Source: an optimization exercise on an open RTL-to-GDS flow (aim: small area and a short achievable clock period). Production flows keep margins and buffers that such runs may drop.
No functional check of the RTL was part of any run shown here.
Power figures rest on the tool's default switching activity, not on a simulated workload.

==> flow/design.v (outline; a module is shown in full before it is edited, if it fits) <==
// module prt_scaler_krnl_n_mac: 557 lines
// module prt_scaler_krnl_n: 118 lines
module prt_scaler_krnl_n #(
  parameter int P_PPC   = 4,
  parameter int P_BPC   = 8,
  parameter int P_TAPS  = 4,
  parameter int P_LINES = 2,
  parameter int P_WIN   = 5,
  parameter int P_CBW   = 8,
  localparam int SELW   = $clog2(P_LINES * P_WIN),
  localparam int ADRW   = ($clog2(P_PPC) < 1) ? 1 : $clog2(P_PPC)
) (
  input  logic                              CLK_IN,
  input  logic                              RST_IN,
  input  logic                              AGNT_DE_IN,
  input  logic                              BYPASS_IN,
  input  logic [P_LINES*P_WIN*P_BPC-1:0]    SLW_DAT_IN,
  input  logic [P_PPC*P_TAPS*SELW-1:0]      MUX_SEL_IN,
  input  logic                              COEF_WR_IN,
  input  logic [ADRW-1:0]                   COEF_ADR_IN,
  input  logic [P_TAPS*P_CBW-1:0]           COEF_DAT_IN,
  input  logic                              COEF_UPD_IN,
  output logic                              COEF_PEND_OUT,
  output logic [P_PPC*P_BPC-1:0]            VID_DAT_OUT,
  output logic                              VID_DE_OUT
);
  // ...
==> flow/run.sh <==
#!/bin/bash
# synth_recipe.tcl (not shown) runs the flow's synth.tcl, then flattens the netlist and writes it again
# the make line also repeats each setting of config.mk as NAME=value (left out here)
make -C /OpenROAD-flow-scripts/flow DESIGN_CONFIG=/design/flow/config.mk WORK_HOME=/design/flow/orfs CLKGATE_MAP_FILE= SYNTH_SCRIPT=/design/flow/synth_recipe.tcl finish
==> flow/config.mk <==
export PLATFORM = sky130hd
export DESIGN_NAME = prt_scaler_krnl_n
export DESIGN_NICKNAME = prt_scaler_krnl_n
export VERILOG_FILES = /design/flow/design.v
export SDC_FILE = /design/flow/constraint.sdc
export NUM_CORES = 4
export LEC_CHECK = 0
export CAP_MARGIN = 20
export CORE_MARGIN = 2
export CORE_UTILIZATION = 40
export SLEW_MARGIN = 20
==> flow/constraint.sdc <==
create_clock -name core_clock -period 6.0 [get_ports {CLK_IN}]
set_input_delay 1.2000 -clock core_clock [delete_from_list [all_inputs] [get_ports {CLK_IN}]]
set_output_delay 1.2000 -clock core_clock [all_outputs]
set_load 0.01 [all_outputs]
==> out/results.tsv, run 1 <==
stage	metric	value	unit
outcome	outcome	timing/DRC/antenna clean	
cells_and_area	number of non-clock inverters	1035	
cells_and_area	FILL cells	13700	
grt	met2 Resource Use GR	0.396	
worst_setup_path	worst setup path startpoint	s0_byp	
yosys	most frequent cell after synthesis	inv_1	
placement	Inst Count DP	7131	
clock_tree	CTS max path bufs	3	
worst_setup_path	Worst EP arrival	5.53	ns
cells_and_area	clock buffers	115	
sta	final slew viol count	0	
cells_and_area	share of layout cells above drive strength 1	0.0922	
yosys	Yosys cell types	65	
cells_and_area	final net count	6470	
sta	Max-slew headroom	0.146	
clock_tree	total CTS buffers	82	
cells_and_area	clock network area share	0.0430	
cells_and_area	post-route insts no fill	7292	
cells_and_area	Seq/total area	0.253	
die	starting density of the core	0.404	
clock_tree	Setup Fix Bufs, Post-CTS	0	
clock_tree	clock sinks	695	
sta	unrepaired setup endpoints after global routing	no	
power	total power	20700	uW
sta	Max Fclk	202	MHz
power	share of power burned in registers	0.331	
sta	ratio of final minimum period to clock period	0.827	
yosys	Post-synth EDFFs	256	
sta	Worst Skew	0.0281	ns
sta	Worst Hold Slack	0.310	ns
worst_setup_path	Crit. End Element	flop	
die	n_taps	1917	
yosys	main combinational cell family by area after synthesis	adder cells	
yosys	Post-Syn Instances	5293	
power	clock-net power	5210	uW
drt	met2 wire len	87500	um
hold_path	hold path endpoint	g_pix[2].u_mac.r4[2]	
yosys	YS warnings	3	
worst_setup_path	reg2reg setup slack	1.04	ns
==> module prt_scaler_krnl_n, before the edit <==
module prt_scaler_krnl_n #(
  parameter int P_PPC   = 4,
  parameter int P_BPC   = 8,
  parameter int P_TAPS  = 4,
  parameter int P_LINES = 2,
  parameter int P_WIN   = 5,
  parameter int P_CBW   = 8,
  localparam int SELW   = $clog2(P_LINES * P_WIN),
  localparam int ADRW   = ($clog2(P_PPC) < 1) ? 1 : $clog2(P_PPC)
) (
  input  logic                              CLK_IN,
  input  logic                              RST_IN,
  input  logic                              AGNT_DE_IN,
  input  logic                              BYPASS_IN,
  input  logic [P_LINES*P_WIN*P_BPC-1:0]    SLW_DAT_IN,
  input  logic [P_PPC*P_TAPS*SELW-1:0]      MUX_SEL_IN,
  input  logic                              COEF_WR_IN,
  input  logic [ADRW-1:0]                   COEF_ADR_IN,
  input  logic [P_TAPS*P_CBW-1:0]           COEF_DAT_IN,
  input  logic                              COEF_UPD_IN,
  output logic                              COEF_PEND_OUT,
  output logic [P_PPC*P_BPC-1:0]            VID_DAT_OUT,
  output logic                              VID_DE_OUT
);
  localparam int NSMP = P_LINES * P_WIN;
  localparam int LAT  = 5;
  logic [P_LINES*P_WIN*P_BPC-1:0]           s0_win;
  logic [P_PPC*P_TAPS*SELW-1:0]             s0_sel;
  logic [NSMP-1:0][P_BPC-1:0]               win;
  logic [P_PPC-1:0][P_TAPS-1:0][SELW-1:0]   sel;
  logic [P_PPC-1:0][P_TAPS-1:0][P_BPC-1:0]  mux_tap;
  logic [P_PPC-1:0][P_TAPS-1:0][P_BPC-1:0]  s0_tap;
  logic [P_PPC-1:0][P_TAPS-1:0][P_BPC-1:0]  tap;
  logic                                     s0_byp;
  logic [P_PPC-1:0][P_TAPS-1:0][P_CBW-1:0]  coef_shd;
  logic [P_PPC-1:0][P_TAPS-1:0][P_CBW-1:0]  coef_act;
  logic [P_PPC-1:0][P_TAPS-1:0][P_CBW-1:0]  coef_use;
  logic [P_PPC-1:0]                         zero_shd;
  logic [P_PPC-1:0]                         zero_act;
  logic                                     coef_pend;
  logic                                     swap_go;
  logic [LAT-1:0]                           de_sr;
  logic [P_BPC-1:0]                         pix [P_PPC];
  assign win = SLW_DAT_IN;
  assign sel = MUX_SEL_IN;
  always_comb begin
    mux_tap = '0;
    for (int p = 0; p < P_PPC; p++) begin
      for (int t = 0; t < P_TAPS; t++) begin
        if (32'(sel[p][t]) < NSMP) begin
          mux_tap[p][t] = win[sel[p][t]];
        end
      end
    end
  end
  always_ff @(posedge CLK_IN) begin
    s0_tap <= mux_tap;
    s0_byp <= BYPASS_IN;
  end
  assign tap = s0_tap;
  assign swap_go = (coef_pend | COEF_UPD_IN) & ~AGNT_DE_IN;
  always_ff @(posedge CLK_IN) begin
    if (swap_go) begin
      coef_act <= coef_shd;
    end
    if (COEF_WR_IN) begin
      coef_shd[COEF_ADR_IN] <= COEF_DAT_IN;
    end
  end
  always_ff @(posedge CLK_IN or posedge RST_IN) begin
    if (RST_IN) begin
      zero_shd  <= '1;
      zero_act  <= '1;
      coef_pend <= 1'b0;
    end else begin
      if (swap_go) begin
        zero_act <= zero_shd;
      end
      if (COEF_WR_IN) begin
        zero_shd[COEF_ADR_IN] <= 1'b0;
      end
      coef_pend <= (coef_pend | COEF_UPD_IN) & AGNT_DE_IN;
    end
  end
  always_comb begin
    for (int p = 0; p < P_PPC; p++) begin
      coef_use[p] = (s0_byp | zero_act[p]) ? '0 : coef_act[p];
    end
  end
  always_ff @(posedge CLK_IN or posedge RST_IN) begin
    if (RST_IN) begin
      de_sr <= '0;
    end else begin
      de_sr <= {de_sr[LAT-2:0], AGNT_DE_IN};
    end
  end
  assign VID_DE_OUT    = de_sr[LAT-1];
  assign COEF_PEND_OUT = coef_pend;
  for (genvar p = 0; p < P_PPC; p++) begin : g_pix
    prt_scaler_krnl_n_mac #(
      .P_BPC  (P_BPC),
      .P_TAPS (P_TAPS),
      .P_CBW  (P_CBW)
    ) u_mac (
      .CLK_IN  (CLK_IN),
      .bypass  (s0_byp),
      .x       (tap[p]),
      .c       (coef_use[p]),
      .pix_dat (pix[p])
    );
  end
  always_comb begin
    VID_DAT_OUT = '0;
    for (int p = 0; p < P_PPC; p++) begin
      VID_DAT_OUT[p*P_BPC +: P_BPC] = pix[p];
    end
  end
endmodule
==> run 2: changes to the inputs <==
--- a/flow/design.v
+++ b/flow/design.v
@@ -1,15 +1,15 @@
 module prt_scaler_krnl_n_mac #(
   parameter int P_BPC  = 8,
   parameter int P_TAPS = 4,
   parameter int P_CBW  = 8
 ) (
   input  logic                          CLK_IN,
-  input  logic                          bypass,
+  input  logic [P_BPC-1:0]              inj,
   input  logic [P_TAPS-1:0][P_BPC-1:0]  x,
   input  logic [P_TAPS-1:0][P_CBW-1:0]  c,
   output logic [P_BPC-1:0]              pix_dat
 );
   wire l0_s1 = (x[0][0] & c[0][0]) ^ (x[1][0] & c[1][0]) ^ (x[2][0] & c[2][0]);
   wire l0_c2 = ((x[0][0] & c[0][0]) & (x[1][0] & c[1][0])) | ((x[0][0] & c[0][0]) & (x[2][0] & c[2][0])) | ((x[1][0] & c[1][0]) & (x[2][0] & c[2][0]));
   wire l0_s3 = (x[0][0] & c[0][1]) ^ (x[0][1] & c[0][0]) ^ (x[1][0] & c[1][1]);
   wire l0_c4 = ((x[0][0] & c[0][1]) & (x[0][1] & c[0][0])) | ((x[0][0] & c[0][1]) & (x[1][0] & c[1][1])) | ((x[0][1] & c[0][0]) & (x[1][0] & c[1][1]));
@@ -142,18 +142,18 @@
   wire l0_s131 = (x[1][4] & c[1][6]) ^ (x[1][5] & c[1][5]) ^ (x[1][6] & c[1][4]);
   wire l0_c132 = ((x[1][4] & c[1][6]) & (x[1][5] & c[1][5])) | ((x[1][4] & c[1][6]) & (x[1][6] & c[1][4])) | ((x[1][5] & c[1][5]) & (x[1][6] & c[1][4]));
   wire l0_s133 = (x[1][7] & c[1][3]) ^ (x[2][3] & c[2][7]) ^ (x[2][4] & c[2][6]);
   wire l0_c134 = ((x[1][7] & c[1][3]) & (x[2][3] & c[2][7])) | ((x[1][7] & c[1][3]) & (x[2][4] & c[2][6])) | ((x[2][3] & c[2][7]) & (x[2][4] & c[2][6]));
   wire l0_s135 = (x[2][5] & c[2][5]) ^ (x[2][6] & c[2][4]) ^ (x[2][7] & c[2][3]);
   wire l0_c136 = ((x[2][5] & c[2][5]) & (x[2][6] & c[2][4])) | ((x[2][5] & c[2][5]) & (x[2][7] & c[2][3])) | ((x[2][6] & c[2][4]) & (x[2][7] & c[2][3]));
   wire l0_s137 = (x[3][3] & c[3][7]) ^ (x[3][4] & c[3][6]) ^ (x[3][5] & c[3][5]);
   wire l0_c138 = ((x[3][3] & c[3][7]) & (x[3][4] & c[3][6])) | ((x[3][3] & c[3][7]) & (x[3][5] & c[3][5])) | ((x[3][4] & c[3][6]) & (x[3][5] & c[3][5]));
-  wire l0_s139 = (x[3][6] & c[3][4]) ^ (x[3][7] & c[3][3]) ^ (bypass & x[0][2]);
-  wire l0_c140 = ((x[3][6] & c[3][4]) & (x[3][7] & c[3][3])) | ((x[3][6] & c[3][4]) & (bypass & x[0][2])) | ((x[3][7] & c[3][3]) & (bypass & x[0][2]));
+  wire l0_s139 = (x[3][6] & c[3][4]) ^ (x[3][7] & c[3][3]) ^ inj[2];
+  wire l0_c140 = ((x[3][6] & c[3][4]) & (x[3][7] & c[3][3])) | ((x[3][6] & c[3][4]) & inj[2]) | ((x[3][7] & c[3][3]) & inj[2]);
   wire l0_s141 = (x[0][4] & c[0][7]) ^ (x[0][5] & c[0][6]) ^ (x[0][6] & c[0][5]);
   wire l0_c142 = ((x[0][4] & c[0][7]) & (x[0][5] & c[0][6])) | ((x[0][4] & c[0][7]) & (x[0][6] & c[0][5])) | ((x[0][5] & c[0][6]) & (x[0][6] & c[0][5]));
   wire l0_s143 = (x[0][7] & c[0][4]) ^ (x[1][4] & c[1][7]) ^ (x[1][5] & c[1][6]);
   wire l0_c144 = ((x[0][7] & c[0][4]) & (x[1][4] & c[1][7])) | ((x[0][7] & c[0][4]) & (x[1][5] & c[1][6])) | ((x[1][4] & c[1][7]) & (x[1][5] & c[1][6]));
   wire l0_s145 = (x[1][6] & c[1][5]) ^ (x[1][7] & c[1][4]) ^ (x[2][4] & c[2][7]);
   wire l0_c146 = ((x[1][6] & c[1][5]) & (x[1][7] & c[1][4])) | ((x[1][6] & c[1][5]) & (x[2][4] & c[2][7])) | ((x[1][7] & c[1][4]) & (x[2][4] & c[2][7]));
   wire l0_s147 = (x[2][5] & c[2][6]) ^ (x[2][6] & c[2][5]) ^ (x[2][7] & c[2][4]);
   wire l0_c148 = ((x[2][5] & c[2][6]) & (x[2][6] & c[2][5])) | ((x[2][5] & c[2][6]) & (x[2][7] & c[2][4])) | ((x[2][6] & c[2][5]) & (x[2][7] & c[2][4]));
@@ -166,18 +166,18 @@
   wire l0_s155 = (x[2][5] & c[2][7]) ^ (x[2][6] & c[2][6]) ^ (x[2][7] & c[2][5]);
   wire l0_c156 = ((x[2][5] & c[2][7]) & (x[2][6] & c[2][6])) | ((x[2][5] & c[2][7]) & (x[2][7] & c[2][5])) | ((x[2][6] & c[2][6]) & (x[2][7] & c[2][5]));
   wire l0_s157 = (x[3][5] & c[3][7]) ^ (x[3][6] & c[3][6]) ^ (x[3][7] & c[3][5]);
   wire l0_c158 = ((x[3][5] & c[3][7]) & (x[3][6] & c[3][6])) | ((x[3][5] & c[3][7]) & (x[3][7] & c[3][5])) | ((x[3][6] & c[3][6]) & (x[3][7] & c[3][5]));
   wire l0_s159 = (x[0][6] & c[0][7]) ^ (x[0][7] & c[0][6]) ^ (x[1][6] & c[1][7]);
   wire l0_c160 = ((x[0][6] & c[0][7]) & (x[0][7] & c[0][6])) | ((x[0][6] & c[0][7]) & (x[1][6] & c[1][7])) | ((x[0][7] & c[0][6]) & (x[1][6] & c[1][7]));
   wire l0_s161 = (x[1][7] & c[1][6]) ^ (x[2][6] & c[2][7]) ^ (x[2][7] & c[2][6]);
   wire l0_c162 = ((x[1][7] & c[1][6]) & (x[2][6] & c[2][7])) | ((x[1][7] & c[1][6]) & (x[2][7] & c[2][6])) | ((x[2][6] & c[2][7]) & (x[2][7] & c[2][6]));
-  wire l0_s163 = (x[3][6] & c[3][7]) ^ (x[3][7] & c[3][6]) ^ (bypass & x[0][5]);
-  wire l0_c164 = ((x[3][6] & c[3][7]) & (x[3][7] & c[3][6])) | ((x[3][6] & c[3][7]) & (bypass & x[0][5])) | ((x[3][7] & c[3][6]) & (bypass & x[0][5]));
+  wire l0_s163 = (x[3][6] & c[3][7]) ^ (x[3][7] & c[3][6]) ^ inj[5];
+  wire l0_c164 = ((x[3][6] & c[3][7]) & (x[3][7] & c[3][6])) | ((x[3][6] & c[3][7]) & inj[5]) | ((x[3][7] & c[3][6]) & inj[5]);
   wire l0_s165 = (x[0][7] & c[0][7]) ^ (x[1][7] & c[1][7]) ^ (x[2][7] & c[2][7]);
   wire l0_c166 = ((x[0][7] & c[0][7]) & (x[1][7] & c[1][7])) | ((x[0][7] & c[0][7]) & (x[2][7] & c[2][7])) | ((x[1][7] & c[1][7]) & (x[2][7] & c[2][7]));
   wire l0_s167 = l0_s3 ^ l0_s5 ^ (x[3][0] & c[3][1]);
   wire l0_c168 = (l0_s3 & l0_s5) | (l0_s3 & (x[3][0] & c[3][1])) | (l0_s5 & (x[3][0] & c[3][1]));
   wire l0_s169 = l0_s7 ^ l0_s9 ^ l0_s11;
   wire l0_c170 = (l0_s7 & l0_s9) | (l0_s7 & l0_s11) | (l0_s9 & l0_s11);
   wire l0_s171 = l0_s13 ^ l0_c4 ^ l0_c6;
   wire l0_c172 = (l0_s13 & l0_c4) | (l0_s13 & l0_c6) | (l0_c4 & l0_c6);
@@ -228,30 +228,30 @@
   wire l0_s217 = l0_c62 ^ l0_c64 ^ l0_c66;
   wire l0_c218 = (l0_c62 & l0_c64) | (l0_c62 & l0_c66) | (l0_c64 & l0_c66);
   wire l0_s219 = l0_s93 ^ l0_s95 ^ l0_s97;
   wire l0_c220 = (l0_s93 & l0_s95) | (l0_s93 & l0_s97) | (l0_s95 & l0_s97);
   wire l0_s221 = l0_s99 ^ l0_s101 ^ l0_s103;
   wire l0_c222 = (l0_s99 & l0_s101) | (l0_s99 & l0_s103) | (l0_s101 & l0_s103);
   wire l0_s223 = l0_s105 ^ l0_s107 ^ l0_s109;
   wire l0_c224 = (l0_s105 & l0_s107) | (l0_s105 & l0_s109) | (l0_s107 & l0_s109);
-  wire l0_s225 = (x[3][7] & c[3][1]) ^ (bypass & x[0][0]) ^ l0_c72;
-  wire l0_c226 = ((x[3][7] & c[3][1]) & (bypass & x[0][0])) | ((x[3][7] & c[3][1]) & l0_c72) | ((bypass & x[0][0]) & l0_c72);
+  wire l0_s225 = (x[3][7] & c[3][1]) ^ inj[0] ^ l0_c72;
+  wire l0_c226 = ((x[3][7] & c[3][1]) & inj[0]) | ((x[3][7] & c[3][1]) & l0_c72) | (inj[0] & l0_c72);
   wire l0_s227 = l0_c74 ^ l0_c76 ^ l0_c78;
   wire l0_c228 = (l0_c74 & l0_c76) | (l0_c74 & l0_c78) | (l0_c76 & l0_c78);
   wire l0_s229 = l0_c80 ^ l0_c82 ^ l0_c84;
   wire l0_c230 = (l0_c80 & l0_c82) | (l0_c80 & l0_c84) | (l0_c82 & l0_c84);
   wire l0_s231 = l0_c86 ^ l0_c88 ^ l0_c90;
   wire l0_c232 = (l0_c86 & l0_c88) | (l0_c86 & l0_c90) | (l0_c88 & l0_c90);
   wire l0_s233 = l0_s111 ^ l0_s113 ^ l0_s115;
   wire l0_c234 = (l0_s111 & l0_s113) | (l0_s111 & l0_s115) | (l0_s113 & l0_s115);
   wire l0_s235 = l0_s117 ^ l0_s119 ^ l0_s121;
   wire l0_c236 = (l0_s117 & l0_s119) | (l0_s117 & l0_s121) | (l0_s119 & l0_s121);
-  wire l0_s237 = l0_s123 ^ l0_s125 ^ (bypass & x[0][1]);
-  wire l0_c238 = (l0_s123 & l0_s125) | (l0_s123 & (bypass & x[0][1])) | (l0_s125 & (bypass & x[0][1]));
+  wire l0_s237 = l0_s123 ^ l0_s125 ^ inj[1];
+  wire l0_c238 = (l0_s123 & l0_s125) | (l0_s123 & inj[1]) | (l0_s125 & inj[1]);
   wire l0_s239 = l0_c94 ^ l0_c96 ^ l0_c98;
   wire l0_c240 = (l0_c94 & l0_c96) | (l0_c94 & l0_c98) | (l0_c96 & l0_c98);
   wire l0_s241 = l0_c100 ^ l0_c102 ^ l0_c104;
   wire l0_c242 = (l0_c100 & l0_c102) | (l0_c100 & l0_c104) | (l0_c102 & l0_c104);
   wire l0_s243 = l0_c106 ^ l0_c108 ^ l0_c110;
   wire l0_c244 = (l0_c106 & l0_c108) | (l0_c106 & l0_c110) | (l0_c108 & l0_c110);
   wire l0_s245 = l0_s127 ^ l0_s129 ^ l0_s131;
   wire l0_c246 = (l0_s127 & l0_s129) | (l0_s127 & l0_s131) | (l0_s129 & l0_s131);
@@ -262,32 +262,32 @@
   wire l0_s251 = l0_c116 ^ l0_c118 ^ l0_c120;
   wire l0_c252 = (l0_c116 & l0_c118) | (l0_c116 & l0_c120) | (l0_c118 & l0_c120);
   wire l0_s253 = l0_c122 ^ l0_c124 ^ l0_c126;
   wire l0_c254 = (l0_c122 & l0_c124) | (l0_c122 & l0_c126) | (l0_c124 & l0_c126);
   wire l0_s255 = l0_s141 ^ l0_s143 ^ l0_s145;
   wire l0_c256 = (l0_s141 & l0_s143) | (l0_s141 & l0_s145) | (l0_s143 & l0_s145);
   wire l0_s257 = l0_s147 ^ l0_s149 ^ (x[3][7] & c[3][4]);
   wire l0_c258 = (l0_s147 & l0_s149) | (l0_s147 & (x[3][7] & c[3][4])) | (l0_s149 & (x[3][7] & c[3][4]));
-  wire l0_s259 = (bypass & x[0][3]) ^ l0_c128 ^ l0_c130;
-  wire l0_c260 = ((bypass & x[0][3]) & l0_c128) | ((bypass & x[0][3]) & l0_c130) | (l0_c128 & l0_c130);
+  wire l0_s259 = inj[3] ^ l0_c128 ^ l0_c130;
+  wire l0_c260 = (inj[3] & l0_c128) | (inj[3] & l0_c130) | (l0_c128 & l0_c130);
   wire l0_s261 = l0_c132 ^ l0_c134 ^ l0_c136;
   wire l0_c262 = (l0_c132 & l0_c134) | (l0_c132 & l0_c136) | (l0_c134 & l0_c136);
   wire l0_s263 = l0_s151 ^ l0_s153 ^ l0_s155;
   wire l0_c264 = (l0_s151 & l0_s153) | (l0_s151 & l0_s155) | (l0_s153 & l0_s155);
-  wire l0_s265 = l0_s157 ^ (bypass & x[0][4]) ^ l0_c142;
-  wire l0_c266 = (l0_s157 & (bypass & x[0][4])) | (l0_s157 & l0_c142) | ((bypass & x[0][4]) & l0_c142);
+  wire l0_s265 = l0_s157 ^ inj[4] ^ l0_c142;
+  wire l0_c266 = (l0_s157 & inj[4]) | (l0_s157 & l0_c142) | (inj[4] & l0_c142);
   wire l0_s267 = l0_c144 ^ l0_c146 ^ l0_c148;
   wire l0_c268 = (l0_c144 & l0_c146) | (l0_c144 & l0_c148) | (l0_c146 & l0_c148);
   wire l0_s269 = l0_s159 ^ l0_s161 ^ l0_s163;
   wire l0_c270 = (l0_s159 & l0_s161) | (l0_s159 & l0_s163) | (l0_s161 & l0_s163);
   wire l0_s271 = l0_c152 ^ l0_c154 ^ l0_c156;
   wire l0_c272 = (l0_c152 & l0_c154) | (l0_c152 & l0_c156) | (l0_c154 & l0_c156);
-  wire l0_s273 = l0_s165 ^ (x[3][7] & c[3][7]) ^ (bypass & x[0][6]);
-  wire l0_c274 = (l0_s165 & (x[3][7] & c[3][7])) | (l0_s165 & (bypass & x[0][6])) | ((x[3][7] & c[3][7]) & (bypass & x[0][6]));
+  wire l0_s273 = l0_s165 ^ (x[3][7] & c[3][7]) ^ inj[6];
+  wire l0_c274 = (l0_s165 & (x[3][7] & c[3][7])) | (l0_s165 & inj[6]) | ((x[3][7] & c[3][7]) & inj[6]);
   wire l0_s275 = l0_c160 ^ l0_c162 ^ l0_c164;
   wire l0_c276 = (l0_c160 & l0_c162) | (l0_c160 & l0_c164) | (l0_c162 & l0_c164);
   wire l0_s277 = l0_s167 ^ (x[3][1] & c[3][0]) ^ l0_c2;
   wire l0_c278 = (l0_s167 & (x[3][1] & c[3][0])) | (l0_s167 & l0_c2) | ((x[3][1] & c[3][0]) & l0_c2);
   wire l0_s279 = l0_s169 ^ l0_s171 ^ l0_c168;
   wire l0_c280 = (l0_s169 & l0_s171) | (l0_s169 & l0_c168) | (l0_s171 & l0_c168);
   wire l0_s281 = l0_s173 ^ l0_s175 ^ l0_s177;
   wire l0_c282 = (l0_s173 & l0_s175) | (l0_s173 & l0_s177) | (l0_s175 & l0_s177);
@@ -350,18 +350,18 @@
   wire l0_s339 = l0_c150 ^ l0_c256 ^ l0_c258;
   wire l0_c340 = (l0_c150 & l0_c256) | (l0_c150 & l0_c258) | (l0_c256 & l0_c258);
   wire l0_s341 = l0_s269 ^ l0_s271 ^ l0_c158;
   wire l0_c342 = (l0_s269 & l0_s271) | (l0_s269 & l0_c158) | (l0_s271 & l0_c158);
   wire l0_s343 = l0_c264 ^ l0_c266 ^ l0_c268;
   wire l0_c344 = (l0_c264 & l0_c266) | (l0_c264 & l0_c268) | (l0_c266 & l0_c268);
   wire l0_s345 = l0_s273 ^ l0_s275 ^ l0_c270;
   wire l0_c346 = (l0_s273 & l0_s275) | (l0_s273 & l0_c270) | (l0_s275 & l0_c270);
-  wire l0_s347 = (bypass & x[0][7]) ^ l0_c166 ^ l0_c274;
-  wire l0_c348 = ((bypass & x[0][7]) & l0_c166) | ((bypass & x[0][7]) & l0_c274) | (l0_c166 & l0_c274);
+  wire l0_s347 = inj[7] ^ l0_c166 ^ l0_c274;
+  wire l0_c348 = (inj[7] & l0_c166) | (inj[7] & l0_c274) | (l0_c166 & l0_c274);
   wire l0_s349 = l0_s281 ^ l0_s283 ^ l0_c280;
   wire l0_c350 = (l0_s281 & l0_s283) | (l0_s281 & l0_c280) | (l0_s283 & l0_c280);
   wire l0_s351 = l0_s285 ^ l0_s287 ^ l0_c176;
   wire l0_c352 = (l0_s285 & l0_s287) | (l0_s285 & l0_c176) | (l0_s287 & l0_c176);
   wire l0_s353 = l0_c178 ^ l0_c282 ^ l0_c284;
   wire l0_c354 = (l0_c178 & l0_c282) | (l0_c178 & l0_c284) | (l0_c282 & l0_c284);
   wire l0_s355 = l0_s289 ^ l0_s291 ^ l0_s293;
   wire l0_c356 = (l0_s289 & l0_s291) | (l0_s289 & l0_s293) | (l0_s291 & l0_s293);
@@ -576,50 +576,49 @@
   input  logic [P_TAPS*P_CBW-1:0]           COEF_DAT_IN,
   input  logic                              COEF_UPD_IN,
   output logic                              COEF_PEND_OUT,
   output logic [P_PPC*P_BPC-1:0]            VID_DAT_OUT,
   output logic                              VID_DE_OUT
 );
   localparam int NSMP = P_LINES * P_WIN;
   localparam int LAT  = 5;
-  logic [P_LINES*P_WIN*P_BPC-1:0]           s0_win;
-  logic [P_PPC*P_TAPS*SELW-1:0]             s0_sel;
   logic [NSMP-1:0][P_BPC-1:0]               win;
   logic [P_PPC-1:0][P_TAPS-1:0][SELW-1:0]   sel;
   logic [P_PPC-1:0][P_TAPS-1:0][P_BPC-1:0]  mux_tap;
   logic [P_PPC-1:0][P_TAPS-1:0][P_BPC-1:0]  s0_tap;
-  logic [P_PPC-1:0][P_TAPS-1:0][P_BPC-1:0]  tap;
-  logic                                     s0_byp;
+  logic [P_PPC-1:0][P_BPC-1:0]              s0_inj;
+  logic [P_PPC-1:0]                         zero_nxt;
   logic [P_PPC-1:0][P_TAPS-1:0][P_CBW-1:0]  coef_shd;
   logic [P_PPC-1:0][P_TAPS-1:0][P_CBW-1:0]  coef_act;
-  logic [P_PPC-1:0][P_TAPS-1:0][P_CBW-1:0]  coef_use;
   logic [P_PPC-1:0]                         zero_shd;
   logic [P_PPC-1:0]                         zero_act;
   logic                                     coef_pend;
   logic                                     swap_go;
   logic [LAT-1:0]                           de_sr;
   logic [P_BPC-1:0]                         pix [P_PPC];
   assign win = SLW_DAT_IN;
   assign sel = MUX_SEL_IN;
+  assign zero_nxt = swap_go ? zero_shd : zero_act;
   always_comb begin
     mux_tap = '0;
     for (int p = 0; p < P_PPC; p++) begin
       for (int t = 0; t < P_TAPS; t++) begin
         if (32'(sel[p][t]) < NSMP) begin
           mux_tap[p][t] = win[sel[p][t]];
         end
       end
     end
   end
   always_ff @(posedge CLK_IN) begin
-    s0_tap <= mux_tap;
-    s0_byp <= BYPASS_IN;
+    for (int p = 0; p < P_PPC; p++) begin
+      s0_tap[p] <= (BYPASS_IN | zero_nxt[p]) ? '0 : mux_tap[p];
+      s0_inj[p] <= BYPASS_IN ? mux_tap[p][0] : '0;
+    end
   end
-  assign tap = s0_tap;
   assign swap_go = (coef_pend | COEF_UPD_IN) & ~AGNT_DE_IN;
   always_ff @(posedge CLK_IN) begin
     if (swap_go) begin
       coef_act <= coef_shd;
     end
     if (COEF_WR_IN) begin
       coef_shd[COEF_ADR_IN] <= COEF_DAT_IN;
     end
@@ -634,40 +633,35 @@
         zero_act <= zero_shd;
       end
       if (COEF_WR_IN) begin
         zero_shd[COEF_ADR_IN] <= 1'b0;
       end
       coef_pend <= (coef_pend | COEF_UPD_IN) & AGNT_DE_IN;
     end
   end
-  always_comb begin
-    for (int p = 0; p < P_PPC; p++) begin
-      coef_use[p] = (s0_byp | zero_act[p]) ? '0 : coef_act[p];
-    end
-  end
   always_ff @(posedge CLK_IN or posedge RST_IN) begin
     if (RST_IN) begin
       de_sr <= '0;
     end else begin
       de_sr <= {de_sr[LAT-2:0], AGNT_DE_IN};
     end
   end
   assign VID_DE_OUT    = de_sr[LAT-1];
   assign COEF_PEND_OUT = coef_pend;
   for (genvar p = 0; p < P_PPC; p++) begin : g_pix
     prt_scaler_krnl_n_mac #(
       .P_BPC  (P_BPC),
       .P_TAPS (P_TAPS),
       .P_CBW  (P_CBW)
     ) u_mac (
       .CLK_IN  (CLK_IN),
-      .bypass  (s0_byp),
-      .x       (tap[p]),
-      .c       (coef_use[p]),
+      .inj     (s0_inj[p]),
+      .x       (s0_tap[p]),
+      .c       (coef_act[p]),
       .pix_dat (pix[p])
     );
   end
   always_comb begin
     VID_DAT_OUT = '0;
     for (int p = 0; p < P_PPC; p++) begin
       VID_DAT_OUT[p*P_BPC +: P_BPC] = pix[p];
     end
==> flow/flow/run.sh (new file) <==
#!/bin/bash
# Layout flow: the standard synthesis, then fixinv.py, a netlist pass that
# removes the inverters Yosys's full-adder extraction leaves around the fa
# cells (a full adder is self-dual, so each one may work on complemented
# signals instead), then the standard layout from floorplan to finish.
# Each tool's output goes to a log file of its own in this folder.
set -euo pipefail
R=orfs/results/${FLOW_PLATFORM}/prt_scaler_krnl_n/base
LIB=${FLOW_HOME}/platforms/${FLOW_PLATFORM}/lib/sky130_fd_sc_hd__tt_025C_1v80.lib
bash standard.sh synth > synth.log 2>&1
cp "$R/1_2_yosys.v" yosys_standard.v
python3 flow/fixinv.py "$LIB" yosys_standard.v "$R/1_2_yosys.v" > fixinv.log 2>&1
rm -f "$R/1_synth.odb" "$R/1_synth.sdc"
bash standard.sh > layout.log 2>&1
==> flow/flow/fixinv.py (new file) <==
#!/usr/bin/env python3
"""Remove inverters around full-adder cells in a Yosys netlist.

A full adder is self-dual: FA(~a, ~b, ~c) = (~cout, ~sum).  Yosys's extract_fa
leaves many inverters between full adders and at their inputs.  This script
chooses, for every fa cell, whether it works on true or complemented signals,
and for simple gates whether to use the cell of the complemented function
(and2 <-> nand2, ...), so that as few inverters as possible are needed, then
rewrites the netlist.  The function of the netlist is unchanged; registers
and ports are untouched.

usage: fixinv.py LIBERTY IN.v OUT.v
"""
import re
import sys
import collections

CELL_RE = re.compile(r"^\s*(sky130_fd_sc_hd__\w+)\s+(\S+)\s*\((.*?)\);", re.S | re.M)
PIN_RE = re.compile(r"\.(\w+)\(\s*([^()]*?)\s*\)")
P = "sky130_fd_sc_hd__"
INV_AREA = 3.7536
PAIRS = """and2 nand2 and3 nand3 and4 nand4 or2 nor2 or3 nor3 or4 nor4 a21o a21oi o21a o21ai
a22o a22oi o22a o22ai a31o a31oi o31a o31ai a211o a211oi o211a o211ai a221o a221oi
o221a o221ai xor2 xnor2 and2b nand2b or2b nor2b and3b nand3b or3b nor3b a32o a32oi
o32a o32ai a2bb2o a2bb2oi o2bb2a o2bb2ai a41o a41oi o41a o41ai a311o a311oi o311a o311ai
a2111o a2111oi o2111a o2111ai and4b nand4b or4b nor4b a21bo a21boi o21ba o21bai""".split()


def esc(n):
    return n + " " if n.startswith("\\") else n


def read_lib(path):
    """cell -> (area, input pins, output pins)"""
    cells = {}
    cur = None
    pin = None
    for line in open(path):
        m = re.match(r"\s*cell\s*\(\s*\"?(\w+)\"?\s*\)", line)
        if m:
            cur = m.group(1)
            cells[cur] = [0.0, set(), set()]
            continue
        if cur is None:
            continue
        m = re.match(r"\s*area\s*:\s*([\d.]+)", line)
        if m and cells[cur][0] == 0.0:
            cells[cur][0] = float(m.group(1))
        m = re.match(r"\s*pin\s*\(\s*\"?(\w+)\"?\s*\)", line)
        if m:
            pin = m.group(1)
        m = re.match(r"\s*direction\s*:\s*\"?(\w+)\"?", line)
        if m and pin:
            (cells[cur][1] if m.group(1) == "input" else cells[cur][2]).add(pin)
            pin = None
    return cells


def main():
    lib, src, dst = sys.argv[1], sys.argv[2], sys.argv[3]
    libc = read_lib(lib)
    comp = {}
    for i in range(0, len(PAIRS), 2):
        a, b = PAIRS[i], PAIRS[i + 1]
        for s in ("_0", "_1", "_2", "_4"):
            ca, cb = P + a + s, P + b + s
            # use drive _1 of the complement when the same drive does not exist
            for cbx in (cb, P + b + "_1", P + b + "_0"):
                if ca in libc and cbx in libc and libc[ca][1] == libc[cbx][1] \
                        and len(libc[ca][2]) == 1 and len(libc[cbx][2]) == 1:
                    comp[ca] = cbx
                    break
            for cax in (ca, P + a + "_1", P + a + "_0"):
                if cb in libc and cax in libc and libc[cb][1] == libc[cax][1] \
                        and len(libc[cb][2]) == 1 and len(libc[cax][2]) == 1:
                    comp[cb] = cax
                    break
    outpin = {c: next(iter(v[2])) for c, v in libc.items() if len(v[2]) == 1}

    text = open(src).read()
    mod_start = text.index("module ")
    header_end = text.index(");", mod_start) + 2
    header = text[mod_start:header_end]
    ports = set(x.strip() for x in header[header.index("(") + 1:-2].split(","))

    def is_port(net):
        return net.split("[")[0].strip() in ports or net in ports

    cells = []
    for m in CELL_RE.finditer(text):
        typ, name, body = m.group(1), m.group(2), m.group(3)
        pins = [(p, n.strip()) for p, n in PIN_RE.findall(body)]
        cells.append([typ, name, pins, m.start(), m.end()])

    def outs(ci):
        typ = cells[ci][0]
        return libc[typ][2] if typ in libc else set()

    driver = {}
    for ci, c in enumerate(cells):
        for p, n in c[2]:
            if p in outs(ci):
                driver[n] = ci

    INV = {t for t in libc if re.match(P + r"(clk)?inv_\d+$", t)}
    inv_in = {}
    for ci, (typ, name, pins, _, _) in enumerate(cells):
        if typ in INV:
            d = dict(pins)
            if not is_port(d["Y"]) and not d["A"].startswith("1'b") and d["A"]:
                inv_in[d["Y"]] = d["A"]

    def root(net):
        pol = 0
        n = 0
        while net in inv_in and n < 64:
            net = inv_in[net]
            pol ^= 1
            n += 1
        return net, pol

    FA = {t for t in libc if re.match(P + r"fa_\d+$", t)}
    kind = {}     # ci -> 'fa' | 'gate'
    for ci, c in enumerate(cells):
        if c[0] in FA:
            kind[ci] = "fa"
        elif c[0] in comp:
            # a gate whose output is a port stays as it is
            o = dict(c[2]).get(outpin[c[0]])
            if o is not None and not is_port(o):
                kind[ci] = "gate"
    flip = collections.defaultdict(int)

    demands = collections.defaultdict(list)   # root -> [(ci, pol)]
    cell_roots = collections.defaultdict(set)
    for ci, (typ, name, pins, _, _) in enumerate(cells):
        if typ in INV and dict(pins)["Y"] in inv_in:
            continue
        for p, n in pins:
            if p in outs(ci):
                cell_roots[ci].add(n)
                continue
            if n.startswith("1'b") or n == "":
                continue
            r, pol = root(n)
            demands[r].append((ci, pol))
            cell_roots[ci].add(r)

    def prov(r):
        d = driver.get(r)
        if d is not None and d in kind:
            return flip[d]
        return 0

    def root_cost(r):
        pv = prov(r)
        for ci, pol in demands[r]:
            w = pol ^ (flip[ci] if kind.get(ci) == "fa" else 0)
            if w != pv:
                return INV_AREA
        return 0.0

    def gate_cost(ci):
        if kind.get(ci) == "gate" and flip[ci]:
            return libc[comp[cells[ci][0]]][0] - libc[cells[ci][0]][0]
        return 0.0

    def cost_of(cis):
        rs = set()
        for ci in cis:
            rs |= cell_roots[ci]
        return sum(root_cost(r) for r in rs) + sum(gate_cost(ci) for ci in cis)

    # FA components joined by FA-to-FA connections
    fa_list = [ci for ci in kind if kind[ci] == "fa"]
    parent = {ci: ci for ci in fa_list}

    def find(x):
        while parent[x] != x:
            parent[x] = parent[parent[x]]
            x = parent[x]
        return x

    for ci in fa_list:
        for p, n in cells[ci][2]:
            if p in outs(ci):
                continue
            r, _ = root(n)
            d = driver.get(r)
            if d is not None and kind.get(d) == "fa":
                parent[find(ci)] = find(d)
    comps = collections.defaultdict(list)
    for ci in fa_list:
        comps[find(ci)].append(ci)

    # colour each group so that every FA-to-FA connection needs no inverter
    fa_adj = collections.defaultdict(list)
    for ci in fa_list:
        for p, n in cells[ci][2]:
            if p in outs(ci):
                continue
            r, pol = root(n)
            d = driver.get(r)
            if d is not None and kind.get(d) == "fa":
                fa_adj[ci].append((d, pol))
                fa_adj[d].append((ci, pol))
    seen = set()
    for members in comps.values():
        s0 = members[0]
        flip[s0] = 0
        seen.add(s0)
        stack = [s0]
        while stack:
            u = stack.pop()
            for v, pol in fa_adj[u]:
                if v not in seen:
                    seen.add(v)
                    flip[v] = flip[u] ^ pol
                    stack.append(v)

    all_roots = list(demands)
    total0 = sum(root_cost(r) for r in all_roots)

    def try_move(cis):
        before = cost_of(cis)
        for ci in cis:
            flip[ci] ^= 1
        after = cost_of(cis)
        if after < before - 1e-9:
            return True
        for ci in cis:
            flip[ci] ^= 1
        return False

    gates = [ci for ci in kind if kind[ci] == "gate"]
    for singles in (False, True):
        for rnd in range(30):
            changed = False
            for members in comps.values():
                if try_move(members):
                    changed = True
            for ci in gates:
                if try_move([ci]):
                    changed = True
            if singles:
                for ci in fa_list:
                    if try_move([ci]):
                        changed = True
            if not changed:
                break
    total1 = sum(root_cost(r) for r in all_roots) + sum(gate_cost(ci) for ci in gates)

    invnet = {}
    new_cells = []
    new_wires = []
    k = 0

    def net_for(r, want):
        nonlocal k
        if want == prov(r):
            return r
        if r not in invnet:
            k += 1
            nn = f"_finv_n{k}_"
            invnet[r] = nn
            new_wires.append(nn)
            new_cells.append(f"  {P}inv_1 _finv_c{k}_ (\n    .A({esc(r)}),\n    .Y({nn})\n  );\n")
        return invnet[r]

    out = []
    pos = 0
    nflip_g = 0
    for ci, (typ, name, pins, s, e) in enumerate(cells):
        out.append(text[pos:s])
        pos = e
        if typ in INV and dict(pins)["Y"] in inv_in:
            continue
        ntyp = typ
        if kind.get(ci) == "gate" and flip[ci]:
            ntyp = comp[typ]
            nflip_g += 1
        newpins = []
        for p, n in pins:
            if p in outs(ci):
                if ntyp != typ:
                    p = outpin[ntyp]
                newpins.append((p, n))
            elif n.startswith("1'b") or n == "":
                newpins.append((p, n))
            else:
                r, pol = root(n)
                want = pol ^ (flip[ci] if kind.get(ci) == "fa" else 0)
                newpins.append((p, net_for(r, want)))
        body = ",\n".join(f"    .{p}({esc(n)})" for p, n in newpins)
        out.append(f"{ntyp} {name} (\n{body}\n  );")
    rest = text[pos:]
    endm = rest.rindex("endmodule")
    out.append(rest[:endm])
    out.append("".join(new_cells))
    out.append(rest[endm:])
    res = "".join(out)
    decl = "".join(f"  wire {w};\n" for w in new_wires)
    hi = res.index(");", res.index("module ")) + 2
    res = res[:hi] + "\n" + decl + res[hi:]
    open(dst, "w").write(res)
    ninv_old = sum(1 for c in cells if c[0] in INV)
    print(f"fa cells {len(fa_list)} in {len(comps)} groups, fa flipped "
          f"{sum(flip[c] for c in fa_list)}, gates swapped {nflip_g}, "
          f"inverters {ninv_old} -> {ninv_old - len(inv_in) + len(new_cells)}, "
          f"area cost {total0:.1f} -> {total1:.1f}")


if __name__ == "__main__":
    main()
==> flow/standard.sh (new file) <==
#!/bin/bash
# synth_recipe.tcl (not shown) runs the flow's synth.tcl, then flattens the netlist and writes it again
# the make line also repeats each setting of config.mk as NAME=value (left out here)
make -C /OpenROAD-flow-scripts/flow DESIGN_CONFIG=/design/flow/config.mk WORK_HOME=/design/flow/orfs CLKGATE_MAP_FILE= SYNTH_SCRIPT=/design/flow/synth_recipe.tcl "${@:-finish}"
removed: flow/run.sh
==> run 2 against run 1 <==
Critical path depth decreased by 6. First-iteration DRC count is 20% lower. Critical endpoint is now g_pix[1].u_mac.r2[22]. Largest cell class unchanged. Worst hold slack gained 0.012 ns. Design area is 0.81% lower.
==> out/results.tsv, run 2 <==
stage	metric	value	unit	change
outcome	outcome	timing/DRC/antenna clean		unchanged
clock_tree	Post-CTS Hold Buffers	0		unchanged
job	Max Cap Viol	0		unchanged
worst_setup_path	Crit. End Element	flop		unchanged
drt	vias	37700		was 42500
drt	average routed wire per standard cell	28.2	um	was 27.0 um
clock_tree	clock sinks	726		was 695
clock_tree	Worst-Skew Late Latency	0.73	ns	was 0.71 ns
sta	Max Fclk	270	MHz	was 202 MHz
yosys	Post-Syn Area	0.0587	sq mm	was 0.0590 sq mm
sta	Slew @ Worst Pin	1.26	ns	was 1.28 ns
clock_tree	CTS resizes	0		unchanged
sta	worst setup margin	2.30	ns	was 1.04 ns
yosys	Avg Inst Size Synth	13.2	sq um	was 11.1 sq um
die	Die Y	387	um	was 388 um
grt	global-route wire length before repair	273000	um	was 290000 um
placement	placed cell area	0.0621	sq mm	was 0.0626 sq mm
worst_setup_path	Crit path required time	6.58	ns	was 6.57 ns
yosys	YS warnings	3		unchanged
grt	initial antenna violation count	38		was 24
grt	vias in the first global route	40100		was 43400
die	total die area	0.150	sq mm	was 0.151 sq mm
hold_path	Hold Crit Class	flop to flop		unchanged
placement	dpl ws	2.07	ns	was 1.11 ns
placement	port bufs	217		unchanged
cells_and_area	final net count	5725		was 6470
cells_and_area	commonest non-fill, non-tap cells in the layout	and2_1 (1112), fa_1 (944), dfxtp_1 (456)		was inv_1 (1032), fa_1 (944), and3_1 (575)
worst_setup_path	crit-path max FO	8		was 130
clock_tree	Setup Fix Bufs, Post-CTS	0		unchanged
grt	All-Layer GR Usage	0.249		was 0.261
sta	Post-Route Setup TNS	0	ns	unchanged
cells_and_area	final instance area	0.0649	sq mm	was 0.0655 sq mm
drt	Via density	5.75		was 5.83
sta	ratio of final minimum period to clock period	0.617		was 0.827
cells_and_area	FILL cells	13200		was 13700
placement	Detailed Place HPWL	141000	um	was 145000 um
clock_tree	CTS tree	done		unchanged
sta	unrepaired setup endpoints after global routing	no		unchanged
sta	Fin. Hold Viols	0		unchanged
drt	DR iter-0 viols	4421		was 5511
sta	post-route minimum period	3.70	ns	was 4.96 ns
drt	DRT Pass-1 Iters	6		unchanged
die	Die X	387	um	was 388 um
sta	Worst Skew	0.0500	ns	was 0.0281 ns
sta	Setup violations, final	0		unchanged
sta	final slew viol count	0		unchanged
die	boundary pin count	218		unchanged
power	PD cells	287	mW/mm^2	was 317 mW/mm^2
clock_tree	CTS max path bufs	3		unchanged
worst_setup_path	Worst EP arrival	4.28	ns	was 5.53 ns
die	FP Rows	140		unchanged
worst_setup_path	nature of the critical path startpoint	flop		unchanged
power	Peak VDD IR	220	uV	was 270 uV
die	starting density of the core	0.403		was 0.404
placement	GPL Wtd Cong	0.908		was 0.942
yosys	Synth Net Count	5607		was 6465
grt	largest net degree at the start of global routing	80		was 131
power	total power	18600	uW	was 20700 uW
die	core region area	0.146	sq mm	about the same
worst_setup_path	reg2reg setup slack	2.30	ns	was 1.04 ns
cells_and_area	commonest non-fill, non-tap cell in the layout	and2_1		was inv_1
cells_and_area	Syn-to-layout area delta	10.5	%	was 10.9%
worst_setup_path	Setup CP Type	flop to flop		unchanged
cells_and_area	Largest register FFs	200		unchanged
cells_and_area	Biggest register	g_pix.u_mac.r2		unchanged
cells_and_area	share of layout cells above drive strength 1	0.0751		was 0.0922
drt	final wirelength	185000	um	was 197000 um
clock_tree	total CTS buffers	81		was 82
power	LEAKAGE	0.0287	uW	was 0.0298 uW
clock_tree	CTS Root Cell	clkbuf_16		unchanged
drt	DRC	0		unchanged
drt	antenna viol nets, final	0		unchanged
clock_tree	CTS clk-pin slew, worst paths	0.07	ns	was 0.06 ns
clock_tree	H-tree levels	3		unchanged
yosys	Post-Syn Instances	4435		was 5293
sta	Max-slew headroom	0.155		was 0.146
grt	GRT overflow	0		unchanged
run 2: worst paths after layout:
kind | end | from | cells past startpoint
max | g_pix[1].u_mac.r2[22] | s0_tap[59] | 6
min | g_pix[2].u_mac.r5[2] | g_pix[2].u_mac.r4[2] | 0
max reg2reg | g_pix[1].u_mac.r2[22] | s0_tap[59] | 6
min reg2reg | g_pix[2].u_mac.r5[2] | g_pix[2].u_mac.r4[2] | 0
max in group asynchronous | de_sr[3] | RST_IN | 2
min in group asynchronous | coef_pend | RST_IN | 2
run 2: final cells by class:
| cell class | instances | area (sq um) | area share |
|---|---|---|---|
| antenna | 22 | 55.1 | 0.000848 |
| clock buffer | 103 | 2220 | 0.0343 |
| clock inverter | 47 | 561 | 0.00863 |
| inverter | 168 | 631 | 0.00971 |
| multi-input combinational | 3316 | 39400 | 0.607 |
| sequential | 726 | 17200 | 0.265 |
| tap | 1917 | 2400 | 0.0369 |
| timing repair buffer | 260 | 2460 | 0.0379 |
run 2: worst max-delay path, stage by stage (launching register included):
cell and delay [ns]:
dfxtp_1 0.81, and2_1 0.25, fa_1 0.45, fa_1 0.59, fa_1 0.45, fa_1 0.53, fa_1 0.48
run 2: layer usage:
metal | track usage | up-vias | part of all wire
li1 | - | 15400 | -
met1 | 0.345 | 19700 | 0.40
met2 | 0.381 | 2182 | 0.45
met3 | 0.0612 | 348 | 0.11
met4 | 0.0911 | 18 | 0.035
met5 | 0 | - | 0.00063
run 2: report_power, final:
group	switching, uW	leakage (uW)	internal (uW)
clock network	2220	0.00135	2980
logic	3550	0.0209	3120
registers	661	0.00643	6100
run 2: per-stage QoR:
step | hold WS (ns) | utilization | std cells
after floorplan | 0.310 | - | 4435
after global placement | 0.310 | 0.426 | 6387
after detailed placement | 0.312 | 0.426 | 6387
after CTS | 0.319 | 0.445 | 6537
after global routing | 0.328 | 0.445 | 6547
final | 0.322 | 0.445 | 6559

-- re-timing with driven ports --
The results above use ideal ports. As a check the final layouts listed here were re-extracted and re-timed, cells and wires unchanged. Step 1: set_driving_cell puts a clkbuf_16 on CLK_IN and a buf_2 on each other input, an assumption about the parent block. Step 2 moves the port delays by t, midway between the first and last clock arrival at a register: inputs arrive t later, outputs are due t later. That takes back most of the time a late clock gives input paths. Slacks: ideal ports / drivers / drivers and shift; pairs: ideal ports / drivers.
| run | t, ns | slack for setup (ns) | hold WS [ns] | slew at the worst register clock pin (ns) |
|---|---|---|---|---|
| run 1 | 0.774 | 1.040 / 1.040 / 1.040 | 0.310 / 0.310 / 0.310 | 0.07 / 0.07 |
| run 2 | 0.772 | 2.301 / 2.301 / 1.912 | 0.322 / 0.322 / 0.322 | 0.07 / 0.07 |
After both steps setup and hold are still met in every run listed. For run 2, which loses most, drivers alone change the setup slack by 0.000 ns; drivers and shift together by -0.389 ns.
